What follows belongs to an exercise in optimizing a design on an open flow for small area; a production flow would make more cautious choices. At most, simulation tests tie the RTL to the original design; equivalence was not proved. The RTL of runs 6 and 7 was laid out without a check of its function. No activity file was given, so power comes from the tool's default toggle rates.

## config.mk

```make
export PLATFORM = sky130hd
export DESIGN_NAME = cqt_decoder
export DESIGN_NICKNAME = cqt_decoder
export VERILOG_FILES = /design/flow/design.v
export SDC_FILE = /design/flow/constraint.sdc
export NUM_CORES = 4
export LEC_CHECK = 0
export CAP_MARGIN = 20
export CORE_MARGIN = 2
export CORE_UTILIZATION = 40
export SLEW_MARGIN = 20
```

## constraint.sdc

```tcl
create_clock -name core_clock -period 6.0 [get_ports {clk}]
set_input_delay 1.2000 -clock core_clock [delete_from_list [all_inputs] [get_ports {clk}]]
set_output_delay 1.2000 -clock core_clock [all_outputs]
set_load 0.01 [all_outputs]
```

## design.v

```verilog
`timescale 1ns/1ps
package cqt_state_pkg;
    typedef enum logic [2:0] {
        IDLE        = 3'd0,   
        CALC        = 3'd1,   
        SPLIT_FLAG  = 3'd2,   
        FORCE_SPLIT = 3'd3,   
        LEAF_CU     = 3'd4,   
        NEXT        = 3'd5,   
        ENDING      = 3'd6    
    } cqt_state_t;
endpackage
`timescale 1ns/1ps
package cqt_syntax_pkg;
    typedef logic [1:0] cqt_depth_t;
    typedef enum logic [1:0] {
        CTX_NONE = 2'd0,
        CTX_ONE  = 2'd1,
        CTX_BOTH = 2'd2
    } split_ctx_t;
endpackage
`timescale 1ns/1ps
module cqt_decoder (
    input  logic                        clk,
    input  logic                        rst_n,
    input  logic                        cqt_start,
    input  logic [6-1:0]     ctb_x,
    input  logic [5-1:0]     ctb_y,
    input  logic [12-1:0]     pic_width,
    input  logic [11-1:0]     pic_height,
    input  logic                        bin,
    input  logic                        bin_vld,
    input  logic                        cu_done,
    output logic                        dec_run,
    output logic                        ctx_addr_vld,
    output logic [10-1:0]  ctx_addr,
    output logic                        cu_start,
    output logic [12-1:0]     cu_x,
    output logic [11-1:0]     cu_y,
    output logic [2:0]                  cu_log2_size,
    output logic                        cqt_done
);
localparam logic [2:0] S_IDLE = 3'd0;   
localparam logic [2:0] S_LOAD = 3'd1;   
localparam logic [2:0] S_CALC = 3'd2;   
localparam logic [2:0] S_WBIN = 3'd3;   
localparam logic [2:0] S_WCU  = 3'd4;   
localparam logic [2:0] S_NEXT = 3'd5;   
localparam logic [2:0] S_END  = 3'd6;   
logic [2:0]   st;
logic [2:0]   col, row;      
logic [1:0]   dep;           
logic [5:0]   ph;            
logic [319:0] ring;
logic [1:0]   a0, a4, l0, l4;
logic         a2, a6, l2, l6;
logic [2:0]   msk;           
logic         at_tap;
logic [4:0]   tap, enc;
logic         tap_z;
logic [1:0]   d_a0, d_a4;
logic         d_a2, d_a6;
assign msk    = ~(3'b111 >> dep);
assign at_tap = (ph == ctb_x);
assign tap    = ring[319:315];
logic       x_eq, y_eq;
logic       outside, crossing;
function automatic logic ge3(input logic [2:0] a, input logic [2:0] b);
    ge3 = (a[2] & !b[2]) |
          ((a[2] ~^ b[2]) & ((a[1] & !b[1]) | ((a[1] ~^ b[1]) & (a[0] | !b[0]))));
endfunction
assign x_eq = ctb_x == pic_width[11:6];
assign y_eq = ctb_y == pic_height[10:6];
assign outside  = (x_eq && ge3(col, pic_width[5:3])) ||
                  (y_eq && ge3(row, pic_height[5:3]));
assign crossing = (x_eq && ge3(col | ~msk, pic_width[5:3])) ||
                  (y_eq && ge3(row | ~msk, pic_height[5:3]));
logic cond_l, cond_a;
function automatic logic deeper(input logic [1:0] d, input logic [1:0] u,
                                input logic [1:0] p0, input logic p2,
                                input logic [1:0] p4, input logic p6);
    case (d)
        2'd0:    deeper = (p0 != 2'd0);
        2'd1:    deeper = u[1] ? p4[1] : p0[1];
        default: case (u)
            2'd0:    deeper = (p0 == 2'd3);
            2'd1:    deeper = p2;
            2'd2:    deeper = (p4 == 2'd3);
            default: deeper = p6;
        endcase
    endcase
endfunction
assign cond_l = (ctb_x != '0 || col != '0) && deeper(dep, row[2:1], l0, l2, l4, l6);
assign cond_a = (ctb_y != '0 || row != '0) && deeper(dep, col[2:1], a0, a2, a4, a6);
assign ctx_addr     = {7'd0, cond_l & cond_a, ~(cond_l & cond_a), cond_l ^ cond_a};
assign dec_run      = (st == S_CALC) && !outside && dep != 2'd3 && !crossing;
assign ctx_addr_vld = dec_run;
assign cu_start     = ((st == S_CALC) && !outside && dep == 2'd3) ||
                      ((st == S_WBIN) && bin_vld && !bin);
assign cqt_done     = (st == S_END) && at_tap;
assign cu_x         = {ctb_x, col, 3'd0};
assign cu_y         = {ctb_y, row, 3'd0};
assign cu_log2_size = 3'd6 - {1'b0, dep};
always_comb begin
    case ({a0[1], a4[1]})
        2'b11:   enc = {1'b1, a0[0], a2, a4[0], a6};
        2'b10:   enc = {3'b010, a0[0], a2};
        2'b01:   enc = {3'b001, a4[0], a6};
        default: enc = {4'b0000, a0 == 2'd0};
    endcase
end
assign tap_z = (tap == 5'b00001);
always_comb begin
    if (tap[4]) begin
        d_a0 = {1'b1, tap[3]};
        d_a2 = tap[2];
        d_a4 = {1'b1, tap[1]};
        d_a6 = tap[0];
    end else begin
        d_a0 = tap[3] ? {1'b1, tap[1]} : {1'b0, !tap_z};
        d_a2 = tap[3] & tap[0];
        d_a4 = tap[2] ? {1'b1, tap[1]} : {1'b0, !tap_z};
        d_a6 = tap[2] & tap[0];
    end
end
always_ff @(posedge clk)
    ring <= {ring[314:0], cqt_done ? enc : tap};
always_ff @(posedge clk) begin
    if (!rst_n) ph <= '0;
    else        ph <= {ph[4:0], ph[5] ^ ph[4] ^ (ph[4:0] == 5'd0)};
end
always_ff @(posedge clk) begin
    if (st == S_LOAD && at_tap) begin
        a0 <= d_a0;
        a2 <= d_a2;
        a4 <= d_a4;
        a6 <= d_a6;
    end else if (cu_start) begin
        if ((col & msk) == 3'd0)           a0 <= dep;
        if (((col ^ 3'd2) & msk) == 3'd0)  a2 <= (dep == 2'd3);
        if (((col ^ 3'd4) & msk) == 3'd0)  a4 <= dep;
        if (((col ^ 3'd6) & msk) == 3'd0)  a6 <= (dep == 2'd3);
    end
end
always_ff @(posedge clk) begin
    if (cu_start) begin
        if ((row & msk) == 3'd0)           l0 <= dep;
        if (((row ^ 3'd2) & msk) == 3'd0)  l2 <= (dep == 2'd3);
        if (((row ^ 3'd4) & msk) == 3'd0)  l4 <= dep;
        if (((row ^ 3'd6) & msk) == 3'd0)  l6 <= (dep == 2'd3);
    end
end
always_ff @(posedge clk) begin
    if (!rst_n) begin
        st <= S_IDLE;
    end else begin
        case (st)
            S_IDLE: if (cqt_start) st <= S_LOAD;
            S_LOAD: if (at_tap) st <= S_CALC;
            S_CALC: begin
                if (outside)          st <= S_NEXT;
                else if (cu_start)    st <= S_WCU;
                else if (dec_run)     st <= S_WBIN;
            end
            S_WBIN: if (bin_vld) st <= bin ? S_CALC : S_WCU;
            S_WCU:  if (cu_done) st <= S_NEXT;
            S_NEXT: begin
                if (dep == 2'd0)
                    st <= S_END;
                else if (!(col[3'd3 - dep] & row[3'd3 - dep]))
                    st <= S_CALC;   
            end
            S_END:  if (at_tap) st <= S_IDLE;
            default: st <= S_IDLE;
        endcase
    end
end
always_ff @(posedge clk) begin
    if (st == S_IDLE) begin
        col <= '0;
        row <= '0;
        dep <= '0;
    end else if ((st == S_CALC && !outside && dep != 2'd3 && crossing) ||
                 (st == S_WBIN && bin_vld && bin)) begin
        dep <= dep + 2'd1;   
    end else if (st == S_NEXT && dep != 2'd0) begin
        col[3'd3 - dep] <= !col[3'd3 - dep];
        row[3'd3 - dep] <= row[3'd3 - dep] ^ col[3'd3 - dep];
        if (col[3'd3 - dep] & row[3'd3 - dep])
            dep <= dep - 2'd1;   
    end
end
endmodule
```

## run.sh

```bash
#!/bin/bash
# synth_recipe.tcl (not shown) runs the flow's synth.tcl, then flattens the netlist and writes it again
# the make line also repeats each setting of config.mk as NAME=value (left out here)
make -C /OpenROAD-flow-scripts/flow DESIGN_CONFIG=/design/flow/config.mk WORK_HOME=/design/flow/orfs CLKGATE_MAP_FILE= SYNTH_SCRIPT=/design/flow/synth_recipe.tcl finish
```

==> run summary, run 1 <==
Top FF cell, synth dfxtp_1; GRT met3 Usage 0.0240; LEAKAGE 4.29 nW; commonest cells after routing, fill and taps aside dfxtp_1, clkdlybuf4s50_1, nand2_1; simple-gate share of the synthesized area 0.0731; hpwl dp slightly above 8 mm; sw power 0.949 mW; Slew HR 0.558; Max VDD drop 0.277 mV; Compound-Gate Fraction of Synth Area 0.0494; Clock Latency Late Sink 0.54 ns; total number of vias about 4400; initial antenna violation count 0; Post-route DRC 0; Worst setup EP type output pin; Post-synth EDFFs 12; main combinational cell family by area after synthesis simple AND/OR/NAND/NOR gates; GRT Total Usage 0.112; Worst Path Arrival about 3.8 ns; Sw Share 0.207; clock sinks 349; worst slew pin tran approximately 0.66 ns; largest net degree at the start of global routing 17; row count 54; Critical R2R Launch dep[0]$_SDFFE_PN0P_; IO Pins 80; setup tns final 0 ns; CTS tree done; min cycle time layout 4.98 ns; Synth cell types 57; Async SR Flop Fraction 0; Startpoint Class flop; H-Tree Depth 1; clock power share 0.433; Post-Synthesis Mean Instance Area approximately 14 um2; RSZ-0062 raised after global routing no; share of layout cells above drive strength 1 0.0859; crit path capture ctx_addr_vld; Flop pwr share 0.518; Wirelength per Cell 13.0 um; Die H ~150 um; crit share post-route 0.831; Hold Buf Count CTS 0; Area Overhead vs Synth 20.3%; initial core utilization 0.410; Tot Pwr 4.58 mW; WP data required 4.80 ns; Yosys reg bits about 350; DIE WIDTH 154 um; nets 765; Setup CP Type flop to output pin; Max Clock Freq 201 MHz; Post-CTS Resized 0; Cell Int Power approximately 3.6 mW; Syn Inst Count 641; final WL 13.2 mm; Worst Skew 0.0107 ns; first-pass iteration count of the detailed router 4; Iteration-0 DRC Markers 154; Slew Limit Fails 0; global route total overflow 0; core area 0.0219 mm2; Adder-Cell Fraction of Synth Area 0.0209; PortBufs 60; max_cap viols 0; Synth Area in XOR/XNOR 0.0176; fillers 1915; final antenna diode count 0; die area 0.0236 mm2; status complete, no violations; Comb power frac 0.049; Reg clk slew, reported paths 0.06 ns; first-pass GRT wire length 21.9 mm; Synthesis Warnings 1; R2R Path End dep[0]$_SDFFE_PN0P_; worst hold path class flop to flop; CTS buffer count 31; CP max FO 15; Via-to-Cell Ratio 4.36; met2 Track Usage GR 0.170; worst r2r path cells 11; # setup viols final 0; CTS Buffer Depth 3; number of global-route vias before repair 4442; post-synthesis cell area roughly 0.009 mm2; DRT antenna net count 0; GR Util met1 0.156; Seq/Total Area, Yosys 0.792; crit path launch dep[0]$_SDFFE_PN0P_; gp weighted congestion 0.803; commonest non-fill, non-tap cell in the layout dfxtp_1; PD cells 425 mW/mm2; Most Crowded Layer GR met2; multiplexer share of the synthesized area 0.0107; postcts setup bufs 0; R2R setup slack about 2.9 ns; CTS root buffer clkbuf_16; Final Hold Viols 0
## cells by family after synthesis
group                    count (synthesis)
flip-flops                             349
XOR/XNOR                                18
adder cells (fa/ha/maj)                 15
other                                    1
multiplexers                             9
AND/OR/NAND/NOR                        126
AO/OA/AOI/OAI                           66
buffers and inverters                   57
## cells in the mapped netlist, types with 2 or more instances
cell | n | area (um2)
nor2_1 | 28 | 105
o211ai_1 | 2 | 15.0
ha_1 | 15 | 188
nand2_1 | 33 | 124
mux2i_1 | 7 | 70.1
xnor2_1 | 6 | 52.6
nand4_1 | 3 | 18.8
nor4_1 | 6 | 37.5
nor2b_1 | 5 | 31.3
a21oi_1 | 21 | 105
and3_1 | 3 | 18.8
edfxtp_1 | 12 | 360
inv_1 | 19 | 71.3
clkbuf_1 | 7 | 26.3
a32oi_1 | 3 | 26.3
o21ai_1 | 9 | 45.0
nor3_2 | 2 | 20.0
o211a_1 | 3 | 30.0
a31oi_1 | 4 | 25.0
nor3_1 | 10 | 50.1
o21ai_0 | 11 | 55.1
a211oi_1 | 2 | 15.0
buf_4 | 26 | 195
and2_1 | 6 | 37.5
dfxtp_1 | 337 | 6750
buf_2 | 2 | 10.0
xor2_1 | 12 | 105
nand3_1 | 13 | 65.1
nand2b_1 | 6 | 37.5
## final cells by class
class	instances	area [um2]	share of cell area
Clock buffer	45	908	0.0842
Tap cell	280	350	0.0325
Clock inverter	11	148	0.0137
Timing Repair Buffer	60	601	0.0557
Inverter	21	83.8	0.00777
Multi-Input combinational cell	247	1590	0.147
Sequential cell	349	7110	0.659
## critical path, stage by stage (launching register included)
cell,delay [ns]
dfxtp_1,0.69
inv_1,0.30
ha_1,0.40
nor2_1,0.27
inv_1,0.08
ha_1,0.27
o21ai_0,0.07
a31oi_1,0.06
o2111a_1,0.28
nor3_1,0.22
clkdlybuf4s50_1,0.59
## power by group through the flow
stage	Sequential [mW]	Clock (mW)	Combinational (mW)
5_1_grt	2.37	2.14	0.249
3_5_place_dp	2.42	0	0.226
3_3_place_gp	2.42	0	0.221
4_1_cts	2.37	2.04	0.227
6_report	2.37	1.98	0.225
2_1_floorplan	2.40	0	0.173
## registers in the layout (all words and copies together) (netlist names)
register,count
a6,1
a4,2
l4,2
a0,2
a2,1
l6,1
l0,2
row,3
ring,320
l2,1
dep,2
col,3
st,3
ph,6
## how the worst min path moves through the flow
stage                      start                 to  slack, ns  cells past startpoint
2_1_floorplan   ring[95]$_DFF_P_  ring[100]$_DFF_P_       0.31                      0
3_3_place_gp     ring[0]$_DFF_P_    ring[5]$_DFF_P_       0.31                      0
3_5_place_dp   ring[127]$_DFF_P_  ring[132]$_DFF_P_       0.31                      0
4_1_cts        ring[191]$_DFF_P_  ring[196]$_DFF_P_       0.32                      0
5_1_grt        ring[227]$_DFF_P_  ring[232]$_DFF_P_       0.33                      0
6_report       ring[191]$_DFF_P_  ring[196]$_DFF_P_       0.32                      0
## stage by stage
step	instances	cell area, um2	util	setup slack (ns)	hold WS, ns
2_1_floorplan	653	9010	-	2.21	0.310
3_3_place_gp	957	9730	0.445	1.19	0.312
3_5_place_dp	957	9730	0.445	1.20	0.312
4_1_cts	1013	10800	0.493	0.969	0.324
5_1_grt	1013	10800	0.493	0.787	0.330
6_report	1013	10800	0.493	1.02	0.321
## per-layer routing
metal  vias up  routed length [um]
met1      2091                6460
met5         -                   0
li1       2227                   -
met2        72                5920
met3        31                 477
met4         0                 304
==> inputs of run 2 (changes only) <==
--- a/config.mk
+++ b/config.mk
@@ -9,3 +9,6 @@
 export CORE_MARGIN = 2
 export CORE_UTILIZATION = 40
+export CTS_BUF_LIST = sky130_fd_sc_hd__clkbuf_8
+export CTS_CLUSTER_DIAMETER = 60
+export CTS_CLUSTER_SIZE = 20
 export SLEW_MARGIN = 20
==> run 2 against run 1 <==
Net effect:
- utilization decreased by 2.9 points
- fmax decreased by 0.28%
- combinational power hardly changed
- critical endpoint unchanged
- non-clock buffer count did not move
- critical path depth unchanged
- highest routed layer unchanged
- final cell count is 2.5% lower
- design area down 5.9%
- die area stayed put
- global-route usage fell by 0.63 points
- count of clock-buffer cells in the layout decreased by 22
- first-iteration DRC count up 25%
- clock power decreased by 45%
==> run summary, run 2 <==
Max Clock Freq 200 MHz; global route total overflow 0; Reg clk slew, reported paths 0.11 ns; Slew HR 0.535; IO Pins 80; Critical R2R Launch dep[0]$_SDFFE_PN0P_; # setup viols final 0; CP max FO 15; Top Registers ring x320, ph x6; Max VDD drop 0.205 mV; clock power share 0.296; postcts setup bufs 0; gp weighted congestion 0.803; Worst Path Arrival around 3.8 ns; GRT Total Usage 0.105; Synthesis Warnings 1; Tot Pwr 3.69 mW; first-pass GRT wire length around 21 mm; hold wc startpoint ring[310]$_DFF_P_; R2R Path End dep[0]$_SDFFE_PN0P_; clock sinks 349; Post-route DRC 0; LEAKAGE 3.99 nW; Synth top cells by count dfxtp_1, nand2_1, nor2_1, buf_4, a21oi_1; setup slack after layout 1.00 ns; Post-synth EDFFs 12; WP data required 4.80 ns; worst slew pin tran 0.692 ns; Synth cell types 57; setup tns final 0 ns; synth top area cells dfxtp_1, edfxtp_1, buf_4, ha_1, nand2_1; Hold Buf Count CTS 0; total number of vias 4355; number of global-route vias before repair 4317; post-synth top area share 0.752; first-pass iteration count of the detailed router 5; CTS Buffer Depth 3; Seq/Total Area, Yosys 0.792; core area 0.0219 mm2; Slew Limit Fails 0; Die H 154 um; Worst Skew 0.0242 ns; max_cap viols 0; Final Hold Viols 0; DIE WIDTH about 150 um; post-synthesis cell area 0.00897 mm2; Syn Inst Count 641; min cycle time layout 5.00 ns; Comb power frac 0.061; Worst setup EP type output pin; Core Util, Final 0.464; CTS tree done; final antenna diode count 0; worst r2r path cells 11; max FFs per register between 300 and 400; share of layout cells above drive strength 1 0.0593; pre-CTS WS 1.20 ns; Startpoint Class flop; status complete, no violations; Flop pwr share 0.643; destination of the worst hold path ring[315]$_DFF_P_; final WL 12.6 mm; Cell Int Power 2.86 mW; CTS buffer count 23; Iteration-0 DRC Markers 192; R2R setup slack 2.88 ns; hpwl dp roughly 8 mm; H-Tree Depth 1; hold_ws roughly 0.32 ns; largest net degree at the start of global routing 22; RSZ-0062 raised after global routing no; cell with the most instances after synthesis dfxtp_1; Setup CP Type flop to output pin; Wirelength per Cell 12.8 um; Area Overhead vs Synth 13.2%; cell taking the most area after synthesis dfxtp_1; commonest cells after routing, fill and taps aside dfxtp_1, clkdlybuf4s50_1, nand2_1; initial core utilization 0.410; PortBufs 60; commonest non-fill, non-tap cell in the layout dfxtp_1; Sw Share 0.223; die area 0.0236 mm2; Post-Synthesis Mean Instance Area 14.0 um2; Hold Path Stages 0; Async SR Flop Fraction 0; row count 54; nets 757; PD cells about 360 mW/mm2; DRT antenna net count 0; Largest Register ring; CTS root buffer clkbuf_8; Clock Latency Late Sink 0.55 ns; worst hold path class flop to flop; crit path launch dep[0]$_SDFFE_PN0P_; Post-CTS Resized 0; crit share post-route 0.833; sw power between 0.8 and 0.9 mW; Yosys reg bits between 300 and 400; Top FF cell, synth dfxtp_1; Via-to-Cell Ratio 4.41; initial antenna violation count 0
## run 2: cell types whose count changed in the layout (fill, tap and decap cells not counted)
cell	before	now
clkbuf_16	31	0
clkbuf_8	8	23
clkbuf_1	6	0
inv_6	5	1
clkinv_2	3	0
bufinv_16	3	1
clkinv_8	0	2
inv_1	19	21
clkinv_4	0	1
inv_12	0	1
## run 2: how the worst max path moves through the flow
| stage | endpoint |
|---|---|
| floorplan | dec_run |
| global placement | ctx_addr[0] |
| detailed placement | ctx_addr[1] |
| CTS | ctx_addr_vld |
| global route | dec_run |
| finish | ctx_addr_vld |
## run 2: layout make-up
type                       count  area, um2
clock buffer                  23        317
clock inverter                 8        103
fill                        1978      11700
inverter                      21       83.8
multi-input combinational    247       1590
sequential                   349       7110
tap                          280        350
timing repair buffer          60        601
## run 2: worst max-delay path: stages (launching register included)
cell             delay [ns]
dfxtp_1                0.70
inv_1                  0.30
ha_1                   0.41
nor2_1                 0.27
inv_1                  0.08
ha_1                   0.27
o21ai_0                0.07
a31oi_1                0.06
o2111a_1               0.28
nor3_1                 0.22
clkdlybuf4s50_1        0.59
## run 2: cells by family (layout without fill, tap and decap cells)
| logic type | count (synthesis) | after routing | share of synthesized area |
|---|---|---|---|
| AO/OA/AOI/OAI | 66 | 66 | 0.0494 |
| XOR/XNOR | 18 | 18 | 0.0176 |
| adder cells (fa/ha/maj) | 15 | 15 | 0.0209 |
| buffers and inverters | 57 | 112 | 0.0356 |
| flip-flops | 349 | 349 | 0.792 |
| multiplexers | 9 | 9 | 0.0107 |
| other | 1 | 13 | 0.000418 |
| AND/OR/NAND/NOR | 126 | 126 | 0.0731 |
## run 2: layer usage
metal  routed length, um  GRT usage
met5                   0          0
met4                 344     0.0341
met3                 440     0.0209
met2                5570      0.162
met1                6290      0.150
## run 2: stage by stage
stage | cell area [um2] | instances
floorplan | 9010 | 653
global placement | 9730 | 957
detailed placement | 9730 | 957
CTS | 10100 | 988
global route | 10100 | 988
finish | 10100 | 988
## run 2: power groups by stage
stage          sequential [mW]  clock [mW]  combinational [mW]
6_report                  2.37        1.09               0.225
3_3_place_gp              2.42           0               0.221
5_1_grt                   2.38        1.22               0.249
3_5_place_dp              2.42           0               0.226
4_1_cts                   2.37        1.14               0.227
2_1_floorplan             2.40           0               0.173
==> inputs of run 3 (changes only) <==
==> flow/run.sh (new file) <==
#!/bin/bash
# The standard layout, with smaller port buffers and a leaner clock tree
set -euo pipefail
export BUFFER_PORTS_ARGS="-buffer_cell sky130_fd_sc_hd__buf_1"
export CTS_ARGS="-sink_clustering_enable -repair_clock_nets -dont_use_dummy_load -buf_list sky130_fd_sc_hd__clkbuf_8 -sink_clustering_size 20 -sink_clustering_max_diameter 60"
bash standard.sh > standard_flow.log 2>&1
==> standard.sh (new file) <==
#!/bin/bash
# synth_recipe.tcl (not shown) runs the flow's synth.tcl, then flattens the netlist and writes it again
# the make line also repeats each setting of config.mk as NAME=value (left out here)
make -C /OpenROAD-flow-scripts/flow DESIGN_CONFIG=/design/flow/config.mk WORK_HOME=/design/flow/orfs CLKGATE_MAP_FILE= SYNTH_SCRIPT=/design/flow/synth_recipe.tcl "${@:-finish}"
--- a/config.mk
+++ b/config.mk
@@ -9,6 +9,3 @@
 export CORE_MARGIN = 2
 export CORE_UTILIZATION = 40
-export CTS_BUF_LIST = sky130_fd_sc_hd__clkbuf_8
-export CTS_CLUSTER_DIAMETER = 60
-export CTS_CLUSTER_SIZE = 20
 export SLEW_MARGIN = 20
removed: run.sh
==> run 3 against run 2 <==
Net effect:
- sequential share of layout area is 3.6 points higher
- combinational power fell by 16%
- non-clock buffer count unchanged
- global-route usage fell by 0.26 points
- via count fell by 1.3%
- synthesized cell count unchanged
- design area is 4.8% lower
- synthesized area is the same
- first-iteration DRC count is 31% higher
- setup slack better by 0.48 ns
- critical path type unchanged
- critical endpoint is now dec_run
- largest cell class unchanged
- highest routed layer unchanged
==> run summary, run 3 <==
global route total overflow 0; total number of vias 4297; Post-route DRC 0; Reg clk slew, reported paths roughly 0.10 ns; cell taking the most area after synthesis dfxtp_1; H-Tree Depth 1; first-pass iteration count of the detailed router 4; commonest non-fill, non-tap cell in the layout dfxtp_1; post-synth top area share 0.752; Max VDD drop between 0.2 and 0.25 mV; first-pass GRT wire length 20.3 mm; CTS Buffer Depth 3; placed cells about 960; largest net degree at the start of global routing 21; Clock Latency Late Sink about 0.53 ns; Hold Buf Count CTS 0; Area Overhead vs Synth 7.67%; number of global-route vias before repair 4213; Max Clock Freq 221 MHz; Die H 154 um; met2 wire length 5.20 mm; final non-filler cell total 979; clock sinks 349; LEAKAGE 3.77 nW; commonest cells after routing, fill and taps aside dfxtp_1, buf_1, nand2_1; Worst Path Arrival 3.32 ns; Top Metal Used met4; WL met3 516 um; Top Registers ring x320, ph x6; worst hold path class flop to flop; initial core utilization 0.410; Largest Register ring; fillers approximately 2000; post-synthesis cell area 0.00897 mm2; Via-to-Cell Ratio 4.39; nets 756; CTS root buffer clkbuf_8; Syn Inst Count 641; setup tns final 0 ns; hold_ws 0.289 ns; Slew HR 0.544; min cycle time layout 4.52 ns; Synthesis Warnings 1; Slew Limit Fails 0; core area around 0.022 mm2; hpwl dp 7.67 mm; DRT antenna net count 0; cell with the most instances after synthesis dfxtp_1; Post-Synthesis Mean Instance Area around 14 um2; CP max FO 15; PortBufs 60; Iteration-0 DRC Markers 251; Wirelength per Cell 12.3 um; Core Util, Final 0.441; IO Pins 80; # setup viols final 0; Top FF cell, synth dfxtp_1; PD cells 362 mW/mm2; WP data required 4.80 ns; Worst setup EP type output pin; row count 54; Final Hold Viols 0; final antenna diode count 0; Yosys reg bits 349; max FFs per register 320; Tot Pwr 3.50 mW; CTS buffer count 22; share of layout cells above drive strength 1 0.0501; Worst Skew 0.0362 ns; DIE WIDTH 154 um; status complete, no violations; CTS tree done; Setup CP Type flop to output pin; wl on met1 6.01 mm; crit share post-route 0.753; initial antenna violation count 0; max_cap viols 0; Synth top cells by count dfxtp_1, nand2_1, nor2_1, buf_4, a21oi_1; Startpoint Class flop; Async SR Flop Fraction 0; GRT Total Usage 0.103; gp weighted congestion about 0.79; Post-synth EDFFs 12; Synth cell types 57; Post-CTS Resized 0; postcts setup bufs 0; Seq/Total Area, Yosys 0.792; synth top area cells dfxtp_1, edfxtp_1, buf_4, ha_1, nand2_1; worst slew pin tran 0.679 ns; RSZ-0062 raised after global routing no; final WL about 12 mm; die area 0.0236 mm2
## run 3: cell counts after synthesis
No cell type changed its count.
## run 3: area by class of cell
type / instances / area [um2] / share of cell area
multi-input combinational: 247 / 1590 / 0.165
inverter: 21 / 83.8 / 0.00868
tap: 280 / 350 / 0.0363
clock buffer: 22 / 303 / 0.0314
sequential: 349 / 7110 / 0.736
timing repair buffer: 60 / 225 / 0.0233
## run 3: where the power goes
part	switching, mW	internal [mW]	total [mW]
clock	0.608	0.332	0.940
combinational	0.116	0.0729	0.189
sequential	0.0304	2.34	2.37
total	0.755	2.74	3.50
## run 3: worst paths after layout
check | from | end | slack (ns) | depth (start not counted)
max | dep[0]$_SDFFE_PN0P_ | dec_run | 1.48 | 10
min | ring[0]$_DFF_P_ | ring[5]$_DFF_P_ | 0.29 | 0
max reg2reg | dep[0]$_SDFFE_PN0P_ | dep[0]$_SDFFE_PN0P_ | 2.92 | 11
min reg2reg | ring[0]$_DFF_P_ | ring[5]$_DFF_P_ | 0.29 | 0
## run 3: critical path: stages (launching register included)
cell and delay (ns):
dfxtp_1 0.69, inv_1 0.28, ha_1 0.40, nor2_1 0.26
inv_1 0.08, ha_1 0.27, o21ai_0 0.08, a31oi_1 0.07
o2111a_1 0.28, nor3_1 0.21, buf_1 0.18
## run 3: routing by layer
metal | global-route usage | vias to the layer above
met4 | 0.0389 | 0
met3 | 0.0220 | 29
li1 | - | 2178
met5 | 0 | -
met2 | 0.154 | 68
met1 | 0.146 | 2022
## run 3: cell families (layout without fill, tap and decap cells)
logic type               after synthesis  count (layout)  share of synthesized area
flip-flops                           349             349                      0.792
AND/OR/NAND/NOR                      126             126                     0.0731
AO/OA/AOI/OAI                         66              66                     0.0494
buffers and inverters                 57             103                     0.0356
XOR/XNOR                              18              18                     0.0176
adder cells (fa/ha/maj)               15              15                     0.0209
multiplexers                           9               9                     0.0107
other                                  1              13                   0.000418
## run 3: stage by stage
stage / instance area, um2 / worst slack, ns
finish: 9660 / 1.48
global route: 9660 / 1.22
CTS: 9660 / 1.39
detailed placement: 9360 / 1.93
global placement: 9360 / 1.96
floorplan: 9010 / 2.21
==> inputs of run 4 (changes only) <==
--- a/flow/run.sh
+++ b/flow/run.sh
@@ -3,4 +3,5 @@
 set -euo pipefail
 export BUFFER_PORTS_ARGS="-buffer_cell sky130_fd_sc_hd__buf_1"
+export RECOVER_POWER=100
 export CTS_ARGS="-sink_clustering_enable -repair_clock_nets -dont_use_dummy_load -buf_list sky130_fd_sc_hd__clkbuf_8 -sink_clustering_size 20 -sink_clustering_max_diameter 60"
 bash standard.sh > standard_flow.log 2>&1
==> run 4 against run 3 <==
Net effect:
- now fails the layout checks on capacitance limit, slew limit
- register-to-register slack lost 0.27 ns
- clock power hardly changed
- synthesized cell count unchanged
- clock skew hardly changed
- first-iteration DRC count is 6.8% lower
- critical endpoint is now cqt_done
==> run summary, run 4 <==
initial antenna violation count 0; Post-CTS Resized 0; Area Overhead vs Synth 7.10%; worst hold path class flop to flop; Synth Area in XOR/XNOR 0.0176; cell taking the most area after synthesis dfxtp_1; Startpoint Class primary input; Largest Register ring; worst slew pin tran about 1.8 ns; CTS root buffer clkbuf_8; max FFs per register 320; Worst Path Arrival 3.49 ns; LEAKAGE 3.75 nW; GRT Total Usage 0.103; gp weighted congestion 0.792; post-synth top area share 0.752; Async SR Flop Fraction 0; PD cells 363 mW/mm2; Top FF cell, synth dfxtp_1; R2R setup slack 2.65 ns; max_cap viols 1; DRT antenna net count 0; Post-Synthesis Mean Instance Area 14.0 um2; Multi-input gate area 0.00154 mm2; simple-gate share of the synthesized area 0.0731; DIE WIDTH roughly 150 um; initial core utilization 0.410; Syn Inst Count 641; Reg clk slew, reported paths roughly 0.10 ns; Yosys reg bits 349; main combinational cell family by area after synthesis simple AND/OR/NAND/NOR gates; largest net degree at the start of global routing 21; global route total overflow 0; Die H 154 um; Compound-Gate Fraction of Synth Area 0.0494; total number of vias about 4300; fillers 2009; hpwl dp 7.67 mm; first-pass iteration count of the detailed router 4; Iteration-0 DRC Markers 234; number of global-route vias before repair 4213; nets 756; RSZ-0062 raised after global routing no; die area 0.0236 mm2; Synth cell types 57; Max VDD drop approximately 0.25 mV; Top Registers ring x320, ph x6; final WL about 12 mm; Synth top cells by count dfxtp_1, nand2_1, nor2_1, buf_4, a21oi_1; row count between 50 and 60; Post-synth EDFFs 12; CTS tree done; share of layout cells above drive strength 1 0.0415; min cycle time layout 4.69 ns; multiplexer share of the synthesized area 0.0107; final non-filler cell total 979; post-synthesis cell area 0.00897 mm2; Slew HR -0.184; postcts setup bufs 0; Slew Limit Fails 10; Final Hold Viols 0; first-pass GRT wire length 20.3 mm; Max Clock Freq 213 MHz; IO Pins 80; post-layout instance area a little under 0.01 mm2; Setup CP Type primary input to output pin; Clock Latency Late Sink between 0.5 and 0.6 ns; dpl cell area 0.00936 mm2; Via-to-Cell Ratio 4.43; status complete, but fails checks; core area around 0.022 mm2; PortBufs 60; clock sinks approximately 350; Post-route DRC 0; Worst Skew 0.0365 ns; CTS buffer count 22; commonest non-fill, non-tap cell in the layout dfxtp_1; cell with the most instances after synthesis dfxtp_1; Seq/Total Area, Yosys 0.792; # setup viols final 0; Layout Check Fails capacitance limit, slew limit; Worst setup EP type output pin; Adder-Cell Fraction of Synth Area 0.0209; final antenna diode count 0; Wirelength per Cell 12.4 um; crit share post-route 0.782; setup tns final 0 ns; commonest cells after routing, fill and taps aside dfxtp_1, buf_1, nand2_1; CTS Buffer Depth 3; H-Tree Depth 1; WP data required 4.80 ns; placed cells approximately 960; CP max FO 9; Tot Pwr roughly 3.5 mW; synth top area cells dfxtp_1, edfxtp_1, buf_4, ha_1, nand2_1; Hold Buf Count CTS 0; register area 0.00711 mm2; Synthesis Warnings 1
run 4: cell counts after synthesis:
No cell type changed its count.
run 4: kinds of logic (layout without fill, tap and decap cells):
family / Yosys count / after routing
compound gates: 66 / 66
xor+xnor: 18 / 18
fa+ha+maj: 15 / 15
buf+inv: 57 / 103
flops: 349 / 349
mux: 9 / 9
other cells: 1 / 13
simple gates: 126 / 126
run 4: where the power goes:
group          switching, mW  total (mW)  internal [mW]
combinational          0.112       0.182         0.0697
clock                  0.608       0.939          0.332
sequential            0.0293        2.37           2.34
run 4: cell type report:
type,count,area share
sequential,349,0.740
multi-input combinational,247,0.160
tap,280,0.0365
clock buffer,22,0.0315
timing repair buffer,60,0.0234
inverter,21,0.00873
run 4: path summary, 6_finish.rpt:
kind	startpoint	to	cells after the start
worst max register to register	dep[0]$_SDFFE_PN0P_	st[1]$_SDFFE_PN0P_	11
worst min register to register	ring[0]$_DFF_P_	ring[5]$_DFF_P_	0
worst min-delay path	ring[0]$_DFF_P_	ring[5]$_DFF_P_	0
worst max-delay path	ctb_x[4]	cqt_done	5
run 4: metal layers:
metal  vias up  track usage  routed length (um)
met5         -            0                   0
met4         0       0.0389                 354
met3        29       0.0220                 576
met2        91        0.154                5190
met1      2037        0.146                6030
li1       2180            -                   -
run 4: worst max-delay path, cell delays in order:
cell and delay [ns]:
buf_1 0.20, xnor2_1 0.15, nand4_1 0.26, nor4_1 1.45, buf_1 0.23
run 4: per-stage QoR:
step	setup slack (ns)	util	hold WS, ns
after global routing	1.02	0.439	0.291
final	1.31	0.439	0.289
after global placement	1.96	0.427	0.312
after floorplan	2.21	-	0.310
after CTS	1.39	0.441	0.285
after detailed placement	1.93	0.427	0.312
==> inputs of run 5 (changes only) <==
==> flow/run.sh (replaced) <==
#!/bin/bash
# The standard layout, with smaller port buffers and a leaner clock tree
set -euo pipefail
export BUFFER_PORTS_ARGS="-buffer_cell sky130_fd_sc_hd__buf_1"
export CTS_ARGS="-sink_clustering_enable -repair_clock_nets -dont_use_dummy_load -buf_list sky130_fd_sc_hd__clkbuf_16 -sink_clustering_size 36 -sink_clustering_max_diameter 80"
bash standard.sh > standard_flow.log 2>&1
==> run 5 against run 4 <==
Net effect:
- the run now finishes clean
- global-route usage shrank 0.21 points
- clock power grew 9.7%
- wire length shrank 0.81%
- die area is the same
- combinational power grew 4%
- fmax grew 3.7%
- register-to-register slack gained 0.23 ns
- design area grew 1.0%
- final cell count shrank 0.82%
- count of clock-buffer cells in the layout shrank 8
- sequential power is essentially flat
- critical endpoint is now dec_run
==> run summary, run 5 <==
status complete, no violations; worst slew pin tran 0.679 ns; Max VDD drop approximately 0.25 mV; nets 748; Wirelength per Cell around 12 um; Post-route DRC 0; Hold Buf Count CTS 0; commonest non-fill, non-tap cell in the layout dfxtp_1; max FFs per register 320; RSZ-0062 raised after global routing no; GRT Total Usage 0.101; post-synth top area share 0.752; Final Hold Viols 0; number of global-route vias before repair 4130; Worst setup EP type output pin; worst hold path class flop to flop; Worst Skew 0.0519 ns; commonest cells after routing, fill and taps aside dfxtp_1, buf_1, nand2_1; Post-Synthesis Mean Instance Area around 14 um2; CP bufs+invs 3; IO Pins 80; Largest Register ring; pre-CTS WS 1.93 ns; PortBufs 60; CTS tree done; Post-CTS Resized 0; global route total overflow 0; total number of vias 4260; Setup CP Type flop to output pin; Worst path slowest cell dfxtp_1; cell family with most CP delay flip-flops; cell with the most instances after synthesis dfxtp_1; CTS root buffer clkbuf_16; crit share post-route 0.754; Adder-Cell Fraction of Synth Area 0.0209; final WL 12.1 mm; Reg clk slew, reported paths 0.12 ns; Synthesis Warnings 1; CP max FO 15; Startpoint Class flop; Iteration-0 DRC Markers 302; setup slack after layout about 1.5 ns; Yosys reg bits 349; Slew HR 0.544; Synth cell types 57; Compound-Gate Fraction of Synth Area 0.0494; Seq/Total Area, Yosys 0.792; max_cap viols 0; CTS buffer count 14; first-pass iteration count of the detailed router 4; synth top area cells dfxtp_1, edfxtp_1, buf_4, ha_1, nand2_1; Synth Area in XOR/XNOR 0.0176; row count 54; DIE WIDTH 154 um; postcts setup bufs 0; Synth top cells by count dfxtp_1, nand2_1, nor2_1, buf_4, a21oi_1; WP data required 4.80 ns; Max Clock Freq 221 MHz; Slew Limit Fails 0; H-Tree Depth 1; largest net degree at the start of global routing 37; Die H 154 um; simple-gate share of the synthesized area 0.0731; initial antenna violation count 0; die area 0.0236 mm2; placed cells around 960; Post-synth EDFFs 12; Top Registers ring x320, ph x6; LEAKAGE about 3.8 nW; Via-to-Cell Ratio 4.39; share of layout cells above drive strength 1 0.0391; post-layout instance area roughly 0.0097 mm2; first-pass GRT wire length between 20 and 25 mm; Top FF cell, synth dfxtp_1; final non-filler cell total 971; main combinational cell family by area after synthesis simple AND/OR/NAND/NOR gates; post-synthesis cell area 0.00897 mm2; min cycle time layout 4.52 ns; Area Overhead vs Synth 8.20%; Crit path largest cell delay 0.71 ns; Worst Path Arrival 3.32 ns; cell taking the most area after synthesis dfxtp_1; CTS Buffer Depth 3; Async SR Flop Fraction 0; multiplexer share of the synthesized area 0.0107; PD cells 371 mW/mm2; crit path cell chain inv_1 -> ha_1 -> nor2_1 -> inv_1 -> ha_1 -> o21ai_0 -> a31oi_1 -> o2111a_1 -> nor3_1 -> buf_1; dpl cell area between 0.009 and 0.01 mm2; setup tns final 0 ns; clock sinks 349; # setup viols final 0; hpwl dp 7.67 mm; DRT antenna net count 0; final antenna diode count 0; Clock Latency Late Sink 0.50 ns; core area approximately 0.022 mm2; gp weighted congestion 0.792; initial core utilization 0.410; Syn Inst Count 641; hold_ws 0.278 ns
-- run 5: cell counts after synthesis --
Identical to the previous run, type by type.
-- run 5: worst paths after layout --
check                                     endpoint           startpoint  cells after the start  slack (ns)
worst max-delay path                       dec_run  dep[0]$_SDFFE_PN0P_                     10        1.48
worst min-delay path              ring[26]$_DFF_P_     ring[21]$_DFF_P_                      0        0.28
worst max register to register  st[1]$_SDFFE_PN0P_  dep[0]$_SDFFE_PN0P_                     11        2.88
worst min register to register    ring[26]$_DFF_P_     ring[21]$_DFF_P_                      0        0.28
-- run 5: per-stage QoR --
stage                     utilization  power (mW)
final                           0.443        3.60
after floorplan                     -        2.57
after detailed placement        0.427        2.61
after CTS                       0.443        3.63
after global placement          0.427        2.61
after global routing            0.443        3.73
-- run 5: worst register-to-register path, stage by stage (launching register included) --
cell and delay, ns:
dfxtp_1 0.71, inv_1 0.29, ha_1 0.40, nor2_1 0.26
inv_1 0.08, ha_1 0.27, o21ai_0 0.08, a31oi_1 0.07
o2111a_1 0.28, o2111ai_4 0.25, nand2_2 0.10, a211oi_2 0.22
-- run 5: power by group --
part / switching (mW) / internal (mW)
sequential: 0.0311 / 2.34
combinational: 0.116 / 0.0729
clock: 0.610 / 0.424
total: 0.757 / 2.84
-- run 5: cell type report --
cell class              count  area [um2]
fillers                  1990       12200
inverters                  21        83.8
repair buffers             60         225
multi-input cells         247        1590
well taps                 280         350
flip-flops and latches    349        7110
clock buffers              14         350
-- run 5: per-layer routing --
layer,vias to the layer above,track usage,wire (um)
met2,64,0.154,5220
met4,0,0.0319,334
met3,20,0.0192,368
met5,-,0,0
li1,2161,-,-
met1,2015,0.144,6130
-- run 5: kinds of logic (layout without fill, tap and decap cells) --
| kind of cell | after synthesis | after routing |
|---|---|---|
| simple gates | 126 | 126 |
| other cells | 1 | 13 |
| fa+ha+maj | 15 | 15 |
| compound gates | 66 | 66 |
| buf+inv | 57 | 95 |
| flops | 349 | 349 |
| xor+xnor | 18 | 18 |
| mux | 9 | 9 |
==> inputs of run 6 (changes only) <==
--- a/design.v
+++ b/design.v
@@ -64,16 +64,14 @@
 assign at_tap = (ph == ctb_x);
 assign tap    = ring[319:315];
-logic       x_eq, y_eq;
+logic       x_gt, x_eq, y_gt, y_eq;
 logic       outside, crossing;
-function automatic logic ge3(input logic [2:0] a, input logic [2:0] b);
-    ge3 = (a[2] & !b[2]) |
-          ((a[2] ~^ b[2]) & ((a[1] & !b[1]) | ((a[1] ~^ b[1]) & (a[0] | !b[0]))));
-endfunction
+assign x_gt = ctb_x > pic_width[11:6];
 assign x_eq = ctb_x == pic_width[11:6];
+assign y_gt = ctb_y > pic_height[10:6];
 assign y_eq = ctb_y == pic_height[10:6];
-assign outside  = (x_eq && ge3(col, pic_width[5:3])) ||
-                  (y_eq && ge3(row, pic_height[5:3]));
-assign crossing = (x_eq && ge3(col | ~msk, pic_width[5:3])) ||
-                  (y_eq && ge3(row | ~msk, pic_height[5:3]));
+assign outside  = x_gt || (x_eq && col >= pic_width[5:3]) ||
+                  y_gt || (y_eq && row >= pic_height[5:3]);
+assign crossing = x_eq && ((col | ~msk) >= pic_width[5:3]) ||
+                  y_eq && ((row | ~msk) >= pic_height[5:3]);
 logic cond_l, cond_a;
 function automatic logic deeper(input logic [1:0] d, input logic [1:0] u,
@@ -128,5 +126,5 @@
 always_ff @(posedge clk) begin
     if (!rst_n) ph <= '0;
-    else        ph <= {ph[4:0], ph[5] ^ ph[4] ^ (ph[4:0] == 5'd0)};
+    else        ph <= ph + 6'd1;
 end
 always_ff @(posedge clk) begin
==> run.sh (new file) <==
#!/bin/bash
# synth_recipe.tcl (not shown) runs the flow's synth.tcl, then flattens the netlist and writes it again
# the make line also repeats each setting of config.mk as NAME=value (left out here)
make -C /OpenROAD-flow-scripts/flow DESIGN_CONFIG=/design/flow/config.mk WORK_HOME=/design/flow/orfs CLKGATE_MAP_FILE= SYNTH_SCRIPT=/design/flow/synth_recipe.tcl finish
removed: flow/run.sh
removed: standard.sh
==> run 6 against run 5 <==
Net effect:
- still clean
- first-iteration DRC count is 17% lower
- sequential share of layout area down 9.1 points
- design area increased by 14%
- critical path depth shrank 1
- flip-flop and latch count unchanged
- clock power grew 88%
- register-to-register slack improved by 0.06 ns
- via count grew 13%
- fmax down 14%
- critical path type is now primary input to output pin
==> run summary, run 6 <==
status complete, no violations; Top Registers ring x320, ph x6; core area 0.0227 mm2; commonest non-fill, non-tap cell in the layout dfxtp_1; Post-Synthesis Mean Instance Area 13.7 um2; number of global-route vias before repair 4930; clock sinks 349; worst r2r path cells 9; R2R Path End dep[0]$_SDFFE_PN0P_; crit path cell chain clkdlybuf4s50_1 -> ha_1 -> and4_1 -> nand3_1 -> a41oi_1 -> a21oi_4 -> a41oi_4 -> inv_1 -> clkdlybuf4s50_1; Yosys reg bits 349; post-synthesis cell area 0.00929 mm2; Most Crowded Layer GR met2; PD cells 398 mW/mm2; row count 55; # setup viols final 0; post-synth top area share 0.727; Die H 156 um; crit path capture cu_start; register area 0.00711 mm2; Max Clock Freq 191 MHz; initial antenna violation count 0; final antenna diode count 0; Final Hold Viols 0; Worst setup EP type output pin; first-pass GRT wire length 23.8 mm; Async SR Flop Fraction 0; share of layout cells above drive strength 1 0.0792; setup tns final 0 ns; H-Tree Depth 1; Via-to-Cell Ratio 4.55; synth top area cells dfxtp_1, ha_1, edfxtp_1, buf_4, nor2_1; CTS tree done; GRT Total Usage 0.119; max_cap viols 0; R2R setup slack 2.94 ns; Critical R2R Launch dep[1]$_SDFFE_PN0P_; Max VDD drop 0.277 mV; Post-CTS Resized 0; die area 0.0244 mm2; Wirelength per Cell 13.4 um; Top FF cell, synth dfxtp_1; Synthesis Warnings 1; worst slew pin tran 0.648 ns; Worst Path Arrival 4.04 ns; DRT antenna net count 0; sw power 0.867 mW; clock power share 0.440; postcts setup bufs 0; Hold Buf Count CTS 0; CTS root buffer clkbuf_16; Area Overhead vs Synth 19.4%; cell with the most instances after synthesis dfxtp_1; nets 821; max FFs per register between 300 and 400; fillers 1958; Worst path slowest cell clkdlybuf4s50_1; commonest cells after routing, fill and taps aside dfxtp_1, clkdlybuf4s50_1, nor2_1; Cell Int Power 3.55 mW; min cycle time layout 5.24 ns; IO Pins 80; crit path launch ctb_x[5]; hpwl dp 9.04 mm; largest net degree at the start of global routing 17; Seq/Total Area, Yosys 0.765; GR Util met1 0.157; Largest Register ring; Post-route DRC 0; RSZ-0062 raised after global routing no; Sw Share 0.196; initial core utilization 0.409; CTS buffer count 31; total number of vias about 4800; Setup CP Type primary input to output pin; CP max FO 9; WP data required about 4.8 ns; Post-synth EDFFs 12; LEAKAGE 4.43 nW; Slew HR 0.565; Comb power frac 0.028; Clock Latency Late Sink 0.56 ns; CTS Buffer Depth 3; crit share post-route 0.873; setup slack after layout about 0.76 ns; met2 Track Usage GR 0.188; gp weighted congestion 0.790; Iteration-0 DRC Markers 250; first-pass iteration count of the detailed router 5; CP dominant cell by count clkdlybuf4s50_1; final WL around 14 mm; GRT met3 Usage 0.0271; DIE WIDTH 156 um; Synth cell types 66; worst hold path class flop to flop; Worst Skew 0.0240 ns; PortBufs 60; Reg clk slew, reported paths 0.06 ns; Slew Limit Fails 0; Syn Inst Count 680; cell taking the most area after synthesis dfxtp_1; Flop pwr share 0.532; global route total overflow 0; Startpoint Class primary input; Multi-input gate area 0.00187 mm2; pre-CTS WS 0.773 ns; Synth top cells by count dfxtp_1, nor2_1, inv_1, ha_1, buf_4; Crit path largest cell delay 0.50 ns; Tot Pwr 4.41 mW
[run 6: cell count changes in the layout (fill, tap and decap cells not counted), moves of 6 or more]
cell	previous run	this run
buf_1	60	0
o21ai_0	11	18
inv_1	19	32
clkdlybuf4s50_1	0	60
nand2_1	33	25
clkbuf_16	14	31
nor2_1	28	40
ha_1	15	31
clkbuf_8	0	6
[run 6: worst max-delay path, delay by kind of cell]
family          cells  cell delay, ns
compound gates      3            0.97
fa+ha+maj           1            0.34
buf+inv             3            1.09
simple gates        2            0.42
[run 6: final cells by class]
| class | instances | share of cell area |
|---|---|---|
| Inverter | 32 | 0.0108 |
| Tap cell | 285 | 0.0322 |
| Timing Repair Buffer | 60 | 0.0542 |
| Sequential cell | 349 | 0.641 |
| Multi-Input combinational cell | 276 | 0.169 |
| Clock inverter | 11 | 0.0141 |
| Clock buffer | 42 | 0.0791 |
[run 6: cell families after synthesis]
| logic type | share of synthesized area |
|---|---|
| other | 0.000404 |
| buffers and inverters | 0.0377 |
| AND/OR/NAND/NOR | 0.0748 |
| adder cells (fa/ha/maj) | 0.0418 |
| AO/OA/AOI/OAI | 0.0650 |
| multiplexers | 0.00552 |
| XOR/XNOR | 0.00943 |
| flip-flops | 0.765 |
[run 6: power groups by stage]
stage | logic (mW) | clock network (mW) | registers, mW
floorplan | 0.0897 | 0 | 2.39
global placement | 0.118 | 0 | 2.40
detailed placement | 0.123 | 0 | 2.40
CTS | 0.124 | 2.00 | 2.34
global route | 0.136 | 2.09 | 2.34
finish | 0.125 | 1.94 | 2.35
[run 6: how the worst min path moves through the flow]
stage	slack [ns]	cells after the start	start	end
after detailed placement	0.31	0	ring[107]$_DFF_P_	ring[112]$_DFF_P_
final	0.31	0	ring[210]$_DFF_P_	ring[215]$_DFF_P_
after global routing	0.32	0	ring[130]$_DFF_P_	ring[135]$_DFF_P_
after floorplan	0.31	0	ring[95]$_DFF_P_	ring[100]$_DFF_P_
after CTS	0.31	0	ring[260]$_DFF_P_	ring[265]$_DFF_P_
after global placement	0.31	0	ring[311]$_DFF_P_	ring[316]$_DFF_P_
[run 6: layer usage]
| metal | wire length [um] | vias to the layer above |
|---|---|---|
| met2 | 6430 | 127 |
| met5 | 0 | - |
| met1 | 6630 | 2256 |
| met3 | 650 | 36 |
| li1 | - | 2377 |
| met4 | 408 | 0 |
[run 6: stage by stage]
step,util,area [um2],cells,hold slack [ns]
2_1_floorplan,-,9330,692,0.310
3_3_place_gp,0.443,10100,1002,0.311
3_5_place_dp,0.443,10100,1002,0.312
4_1_cts,0.488,11100,1055,0.314
5_1_grt,0.488,11100,1055,0.323
6_report,0.488,11100,1055,0.312
==> inputs of run 7 (changes only) <==
--- a/config.mk
+++ b/config.mk
@@ -6,4 +6,5 @@
 export NUM_CORES = 4
 export LEC_CHECK = 0
+export ABC_AREA = 1
 export CAP_MARGIN = 20
 export CORE_MARGIN = 2
==> run 7 against run 6 <==
Net effect:
- critical path depth increased by 2
- clock power rose by 3%
- design area barely moved
- non-clock buffer count is the same
- register-to-register slack worse by 0.02 ns
- clock skew fell by 0.0096 ns
- worst hold slack gained 0.0085 ns
- synthesized cell count up 7.1%
- flip-flop and latch count stayed put
==> run summary, run 7 <==
share of layout cells above drive strength 1 0.0916; pre-CTS WS 1.22 ns; setup slack after layout approximately 1.1 ns; cell taking the most area after synthesis dfxtp_1; Slew Limit Fails 0; main combinational cell family by area after synthesis simple AND/OR/NAND/NOR gates; synth top area cells dfxtp_1, ha_1, edfxtp_1, nand2_1, inv_1; postcts setup bufs 0; Post-route DRC 0; CTS root buffer clkbuf_16; clock sinks 349; Clock Latency Late Sink 0.54 ns; min cycle time layout 4.94 ns; CP max FO 9; Post-synth EDFFs 12; Largest Register ring; dpl cell area 0.0100 mm2; Slew HR 0.642; status complete, no violations; DIE WIDTH 156 um; Compound-Gate Fraction of Synth Area 0.0556; core area 0.0226 mm2; PD cells 411 mW/mm2; cell with the most instances after synthesis dfxtp_1; Synth Area in XOR/XNOR 0.00190; GRT Total Usage 0.109; Final Hold Viols 0; crit share post-route 0.823; largest net degree at the start of global routing 17; Top Registers ring x320, ph x6; Worst Skew 0.0145 ns; CTS tree done; max_cap viols 0; initial core utilization 0.408; global route total overflow 0; setup tns final 0 ns; post-synthesis cell area 0.00923 mm2; first-pass GRT wire length 21.6 mm; PortBufs 60; Hold Buf Count CTS 0; Adder-Cell Fraction of Synth Area 0.0420; Via-to-Cell Ratio 4.25; Die H 156 um; Max Clock Freq 203 MHz; H-Tree Depth 1; Area Overhead vs Synth 20.3%; post-layout instance area 0.0111 mm2; DRT antenna net count 0; Worst path slowest cell clkdlybuf4s50_1; row count 55; Max VDD drop 0.277 mV; Setup CP Type flop to output pin; Async SR Flop Fraction 0; RSZ-0062 raised after global routing no; Post-Synthesis Mean Instance Area 12.7 um2; Iteration-0 DRC Markers 210; multiplexer share of the synthesized area 0; Wirelength per Cell approximately 12 um; Yosys reg bits 349; total number of vias 4738; Syn Inst Count 728; Seq/Total Area, Yosys 0.770; post-synth top area share 0.731; final antenna diode count 0; IO Pins 80; worst slew pin tran 0.536 ns; WP data required ~4.8 ns; CP dominant cell by count nor2_1; nets approximately 900; simple-gate share of the synthesized area 0.0766; CTS buffer count 31; commonest non-fill, non-tap cell in the layout dfxtp_1; LEAKAGE 4.63 nW; worst hold path class flop to flop; crit path cell chain clkinv_1 -> ha_1 -> nor2_1 -> inv_1 -> ha_1 -> inv_1 -> nor2_1 -> o21ai_0 -> nand2_1 -> nor2_1 -> clkdlybuf4s50_1; Multi-input gate area roughly 0.0017 mm2; hpwl dp just over 8 mm; fillers 1973; initial antenna violation count 0; Startpoint Class flop; Top FF cell, synth dfxtp_1; Crit path largest cell delay 0.56 ns; Worst setup EP type output pin; Post-CTS Resized 0; gp weighted congestion roughly 0.86; Synthesis Warnings 1; Worst Path Arrival ~3.7 ns; commonest cells after routing, fill and taps aside dfxtp_1, nand2_1, inv_1; hold_ws 0.320 ns; CTS Buffer Depth 3; number of global-route vias before repair roughly 4500; die area 0.0243 mm2; Synth cell types 44; # setup viols final 0; first-pass iteration count of the detailed router 4; register area 0.00711 mm2; final WL 12.9 mm; Synth top cells by count dfxtp_1, nand2_1, inv_1; max FFs per register 320; Reg clk slew, reported paths about 0.07 ns
-- run 7: cell count changes in the layout (fill, tap and decap cells not counted), moves of 9 or more --
cell / previous run / this run
nor2_1: 40 / 31
a21oi_1: 20 / 29
nand2b_1: 9 / 0
o21ai_0: 18 / 31
inv_1: 32 / 67
nand2_1: 25 / 73
-- run 7: area by class of cell --
| class | count | area share |
|---|---|---|
| multi-input combinational | 287 | 0.151 |
| timing repair buffer | 60 | 0.0541 |
| sequential | 349 | 0.640 |
| tap | 285 | 0.0321 |
| clock buffer | 41 | 0.0778 |
| inverter | 76 | 0.0259 |
| clock inverter | 17 | 0.0187 |
-- run 7: where the power goes --
group / internal [mW] / leakage, nW / switching [mW] / total, mW
clock: 1.19 / 0.530 / 0.806 / 2.00
combinational: 0.0828 / 1.28 / 0.121 / 0.204
sequential: 2.34 / 2.82 / 0.0154 / 2.36
-- run 7: worst max-delay path: cells and delay by family, from the launching register on --
| family | cells | cell delay [ns] |
|---|---|---|
| flops | 1 | 0.53 |
| compound gates | 1 | 0.26 |
| simple gates | 4 | 0.63 |
| fa+ha+maj | 2 | 0.72 |
| buf+inv | 4 | 1.05 |
-- run 7: cells by family (layout without fill, tap and decap cells) --
| family | after synthesis | in the layout |
|---|---|---|
| compound gates | 90 | 90 |
| other cells | 1 | 13 |
| fa+ha+maj | 31 | 31 |
| simple gates | 151 | 151 |
| flops | 349 | 349 |
| xor+xnor | 2 | 2 |
| buf+inv | 104 | 194 |
-- run 7: path summary, 6_finish.rpt --
path                        from                  to  slack [ns]  depth (start not counted)
max reg2reg  dep[1]$_SDFFE_PN0P_  st[1]$_SDFFE_PN0P_        2.92                         14
min             ring[61]$_DFF_P_    ring[66]$_DFF_P_        0.32                          0
max          dep[1]$_SDFFE_PN0P_        ctx_addr_vld        1.06                         11
min reg2reg     ring[61]$_DFF_P_    ring[66]$_DFF_P_        0.32                          0
-- run 7: layer usage --
metal	global-route usage	vias to the layer above	routed length, um
li1	-	2471	-
met1	0.158	2159	6730
met2	0.163	85	5320
met3	0.0258	23	559
met4	0.0328	0	277
met5	0	-	0
-- run 7: through the flow --
stage | util | power [mW] | cells
after CTS | 0.490 | 4.62 | 1115
final | 0.490 | 4.56 | 1115
after floorplan | - | 2.55 | 740
after global routing | 0.490 | 4.74 | 1115
after global placement | 0.443 | 2.61 | 1057
after detailed placement | 0.443 | 2.61 | 1057
==> inputs of run 8 (changes only) <==
--- a/design.v
+++ b/design.v
@@ -64,14 +64,16 @@
 assign at_tap = (ph == ctb_x);
 assign tap    = ring[319:315];
-logic       x_gt, x_eq, y_gt, y_eq;
+logic       x_eq, y_eq;
 logic       outside, crossing;
-assign x_gt = ctb_x > pic_width[11:6];
+function automatic logic ge3(input logic [2:0] a, input logic [2:0] b);
+    ge3 = (a[2] & !b[2]) |
+          ((a[2] ~^ b[2]) & ((a[1] & !b[1]) | ((a[1] ~^ b[1]) & (a[0] | !b[0]))));
+endfunction
 assign x_eq = ctb_x == pic_width[11:6];
-assign y_gt = ctb_y > pic_height[10:6];
 assign y_eq = ctb_y == pic_height[10:6];
-assign outside  = x_gt || (x_eq && col >= pic_width[5:3]) ||
-                  y_gt || (y_eq && row >= pic_height[5:3]);
-assign crossing = x_eq && ((col | ~msk) >= pic_width[5:3]) ||
-                  y_eq && ((row | ~msk) >= pic_height[5:3]);
+assign outside  = (x_eq && ge3(col, pic_width[5:3])) ||
+                  (y_eq && ge3(row, pic_height[5:3]));
+assign crossing = (x_eq && ge3(col | ~msk, pic_width[5:3])) ||
+                  (y_eq && ge3(row | ~msk, pic_height[5:3]));
 logic cond_l, cond_a;
 function automatic logic deeper(input logic [1:0] d, input logic [1:0] u,
@@ -126,5 +128,5 @@
 always_ff @(posedge clk) begin
     if (!rst_n) ph <= '0;
-    else        ph <= ph + 6'd1;
+    else        ph <= {ph[4:0], ph[5] ^ ph[4] ^ (ph[4:0] == 5'd0)};
 end
 always_ff @(posedge clk) begin
==> flow/run.sh (new file) <==
#!/bin/bash
# The standard layout (standard.sh) with these changes:
# - synthesis maps logic with an area-oriented abc script and without the
#   adder extraction step; registers are mapped as in the standard synthesis
# - ports are buffered with buf_1
# - a leaner clock tree: clkbuf_8 clusters of 20, no dummy loads
set -euo pipefail
here=$(pwd)
rm -rf "$here/scripts_local"
cp -r "$FLOW_HOME/scripts" "$here/scripts_local"
cp "$here/flow/abc.script" "$here/scripts_local/abc_speed.script"
cp "$here/flow/abc.script" "$here/scripts_local/abc_area.script"
export BUFFER_PORTS_ARGS="-buffer_cell sky130_fd_sc_hd__buf_1"
export CTS_ARGS="-sink_clustering_enable -repair_clock_nets -dont_use_dummy_load -buf_list sky130_fd_sc_hd__clkbuf_8 -sink_clustering_size 20 -sink_clustering_max_diameter 60"
bash standard.sh SCRIPTS_DIR="$here/scripts_local" ADDER_MAP_FILE= finish > "$here/standard_flow.log" 2>&1
==> flow/abc.script (new file) <==
strash
&get -n
&fraig -x
&put
scorr
dc2
dretime
strash
&get -n
&dch -f
&nf -R 1000
&put
==> standard.sh (new file) <==
#!/bin/bash
# synth_recipe.tcl (not shown) runs the flow's synth.tcl, then flattens the netlist and writes it again
# the make line also repeats each setting of config.mk as NAME=value (left out here)
make -C /OpenROAD-flow-scripts/flow DESIGN_CONFIG=/design/flow/config.mk WORK_HOME=/design/flow/orfs CLKGATE_MAP_FILE= SYNTH_SCRIPT=/design/flow/synth_recipe.tcl "${@:-finish}"
--- a/config.mk
+++ b/config.mk
@@ -6,5 +6,4 @@
 export NUM_CORES = 4
 export LEC_CHECK = 0
-export ABC_AREA = 1
 export CAP_MARGIN = 20
 export CORE_MARGIN = 2
removed: run.sh
==> run 8 against run 7 <==
Net effect:
- critical path depth down 1
- synthesized cell count down 18%
- clock skew up 0.027 ns
- combinational power down 3%
- first-iteration DRC count down 10%
- critical path type is now primary input to output pin
- critical endpoint is now cu_start
- highest routed layer unchanged
==> run summary, run 8 <==
PD cells 380 mW/mm2; max FFs per register 320; Hold Buf Count CTS 0; # setup viols final 0; Final Hold Viols 0; nets 707; CTS root buffer clkbuf_8; CTS tree done; setup tns final 0 ns; worst slew pin tran 0.810 ns; DIE WIDTH 150 um; Post-route DRC 0; first-pass GRT wire length 20.2 mm; Slew Limit Fails 0; fillers 1891; Post-Synthesis Mean Instance Area 14.3 um2; commonest cells after routing, fill and taps aside dfxtp_1, buf_1, nor2_1; Async SR Flop Fraction 0; Setup CP Type primary input to output pin; Yosys reg bits 349; postcts setup bufs 0; total number of vias 4081; Max VDD drop 0.139 mV; Synth cell types 43; WP data required approximately 4.8 ns; largest net degree at the start of global routing 21; max_cap viols 0; Seq/Total Area, Yosys 0.833; commonest non-fill, non-tap cell in the layout dfxtp_1; Worst Path Arrival ~3.4 ns; Wirelength per Cell 13.1 um; cell with the most instances after synthesis dfxtp_1; post-synth top area share 0.790; pre-CTS WS 1.41 ns; IO Pins 80; Max Clock Freq between 200 and 250 MHz; Top FF cell, synth dfxtp_1; final antenna diode count 0; Post-CTS Resized 0; Iteration-0 DRC Markers 189; first-pass iteration count of the detailed router 4; setup slack after layout 1.45 ns; Clock Latency Late Sink 0.53 ns; cell taking the most area after synthesis dfxtp_1; Via-to-Cell Ratio 4.34; GRT Total Usage 0.112; CTS Buffer Depth 3; hpwl dp 7.99 mm; post-synthesis cell area ~0.0085 mm2; share of layout cells above drive strength 1 0.0331; Largest Register ring; initial core utilization 0.407; Slew HR 0.458; Worst Skew 0.0418 ns; core area 0.0210 mm2; Post-synth EDFFs 12; LEAKAGE 3.51 nW; Synth top cells by count dfxtp_1, nor2_1, buf_4, a21oi_1, nand2_1; number of global-route vias before repair about 4100; crit share post-route 0.758; clock sinks about 350; worst hold path class flop to flop; Area Overhead vs Synth 8.46%; die area 0.0225 mm2; synth top area cells dfxtp_1, edfxtp_1, buf_4, nor2_1, a21oi_1; H-Tree Depth 1; initial antenna violation count 0; CTS buffer count 22; Reg clk slew, reported paths 0.10 ns; PortBufs 60; Syn Inst Count 597; CP max FO 4; min cycle time layout 4.55 ns; Startpoint Class primary input; Worst setup EP type output pin; row count between 50 and 60; final WL 12.3 mm; Synthesis Warnings 1; status complete, no violations; gp weighted congestion 0.825; DRT antenna net count 0; Die H 150 um; Top Registers ring x320, ph x6; RSZ-0062 raised after global routing no; global route total overflow 0
## run 8: final timing paths
kind | startpoint | endpoint | slack (ns) | depth (start not counted)
min | ring[2]$_DFF_P_ | ring[7]$_DFF_P_ | 0.29 | 0
max | ctb_y[2] | cu_start | 1.45 | 10
min reg2reg | ring[2]$_DFF_P_ | ring[7]$_DFF_P_ | 0.29 | 0
max reg2reg | dep[0]$_SDFFE_PN0P_ | st[1]$_SDFFE_PN0P_ | 2.71 | 10
## run 8: layer usage
metal	track usage	part of all wire
met5	0	0
met4	0.0448	0.024
met3	0.0265	0.044
met2	0.165	0.42
met1	0.158	0.51
## run 8: cells by family (layout without fill, tap and decap cells)
logic type | count (synthesis) | after routing | share of synthesized area
muxes | 2 | 2 | 0.00249
other | 1 | 13 | 0.000439
DFF | 349 | 349 | 0.833
AOI/OAI and AO/OA | 76 | 76 | 0.0541
adders and majority gates | 3 | 3 | 0.00352
buffers and inverters | 43 | 99 | 0.0303
and+or+nand+nor | 106 | 106 | 0.0591
xor gates and xnor gates | 17 | 17 | 0.0174
## run 8: critical path: stages
cell and delay [ns]:
buf_1 0.15, xnor2_1 0.13, nand3_1 0.11, nor3_1 0.38
o21ai_0 0.17, o22ai_1 0.37, nor2b_1 0.13, a21oi_1 0.37
clkinv_1 0.18, buf_1 0.17
## run 8: stage by stage
step / std cells / instance area, um2 / util / power (mW) / hold WS [ns]
2_1_floorplan: 609 / 8580 / - / 2.57 / 0.310
3_3_place_gp: 918 / 8950 / 0.427 / 2.62 / 0.312
3_5_place_dp: 918 / 8950 / 0.427 / 2.63 / 0.312
4_1_cts: 940 / 9260 / 0.442 / 3.57 / 0.289
5_1_grt: 940 / 9260 / 0.442 / 3.67 / 0.279
6_report: 940 / 9260 / 0.442 / 3.51 / 0.291
## run 8: cell type report
type	count	area (um2)	area share
sequential	349	7110	0.768
multi-input combinational	217	1210	0.131
tap	275	344	0.0372
clock buffer	22	303	0.0327
timing repair buffer	60	225	0.0243
inverter	17	63.8	0.00689
## run 8: where the power goes
part	internal (mW)	switching (mW)	leakage, nW
clock	0.332	0.607	0.158
sequential	2.35	0.0290	2.83
combinational	0.0679	0.129	0.518
total	2.75	0.765	3.51

## afterwards: timing with drivers on the ports
No port has a modelled driver above. Below, the same layouts with a new extraction and two added sets of constraints.
Step 1 (the two cells are an assumption about what drives the block):
set clk [get_ports {clk}]
set_driving_cell -lib_cell sky130_fd_sc_hd__clkbuf_16 $clk
set_driving_cell -lib_cell sky130_fd_sc_hd__buf_2 [delete_from_list [all_inputs] $clk]
Step 2 times the ports against the registers' clock, not the clock port: input delays grow and output delays shrink by t, the midpoint of the rising clock arrivals with the driver on.
Three values: no drivers, after step 1, after step 2; two values: the first two.
run	t (ns)	setup WS [ns]	worst setup path after step 2	slew at the worst register clock pin (ns)	cell pins on the clock port's net
run 1	0.583	1.016 / 0.971 / 1.200	input to output	0.07 / 0.07	1
run 2	0.570	1.002 / 0.966 / 1.188	input to output	0.11 / 0.11	1
run 3	0.544	1.483 / 1.447 / 1.963	input to output	0.11 / 0.11	1
run 4	0.544	1.310 / 1.286 / 1.286	input to output	0.11 / 0.11	1
run 5	0.512	1.478 / 1.438 / 1.912	input to output	0.12 / 0.12	1
run 6	0.587	0.763 / 0.734 / 0.734	input to output	0.07 / 0.07	1
run 7	0.573	1.064 / 1.020 / 1.225	input to output	0.07 / 0.07	1
run 8	0.545	1.450 / 1.426 / 1.426	input to output	0.11 / 0.11	1
The setup slack of run 6, which loses most, moves by -0.029 ns with the drivers and by -0.029 ns with both steps.
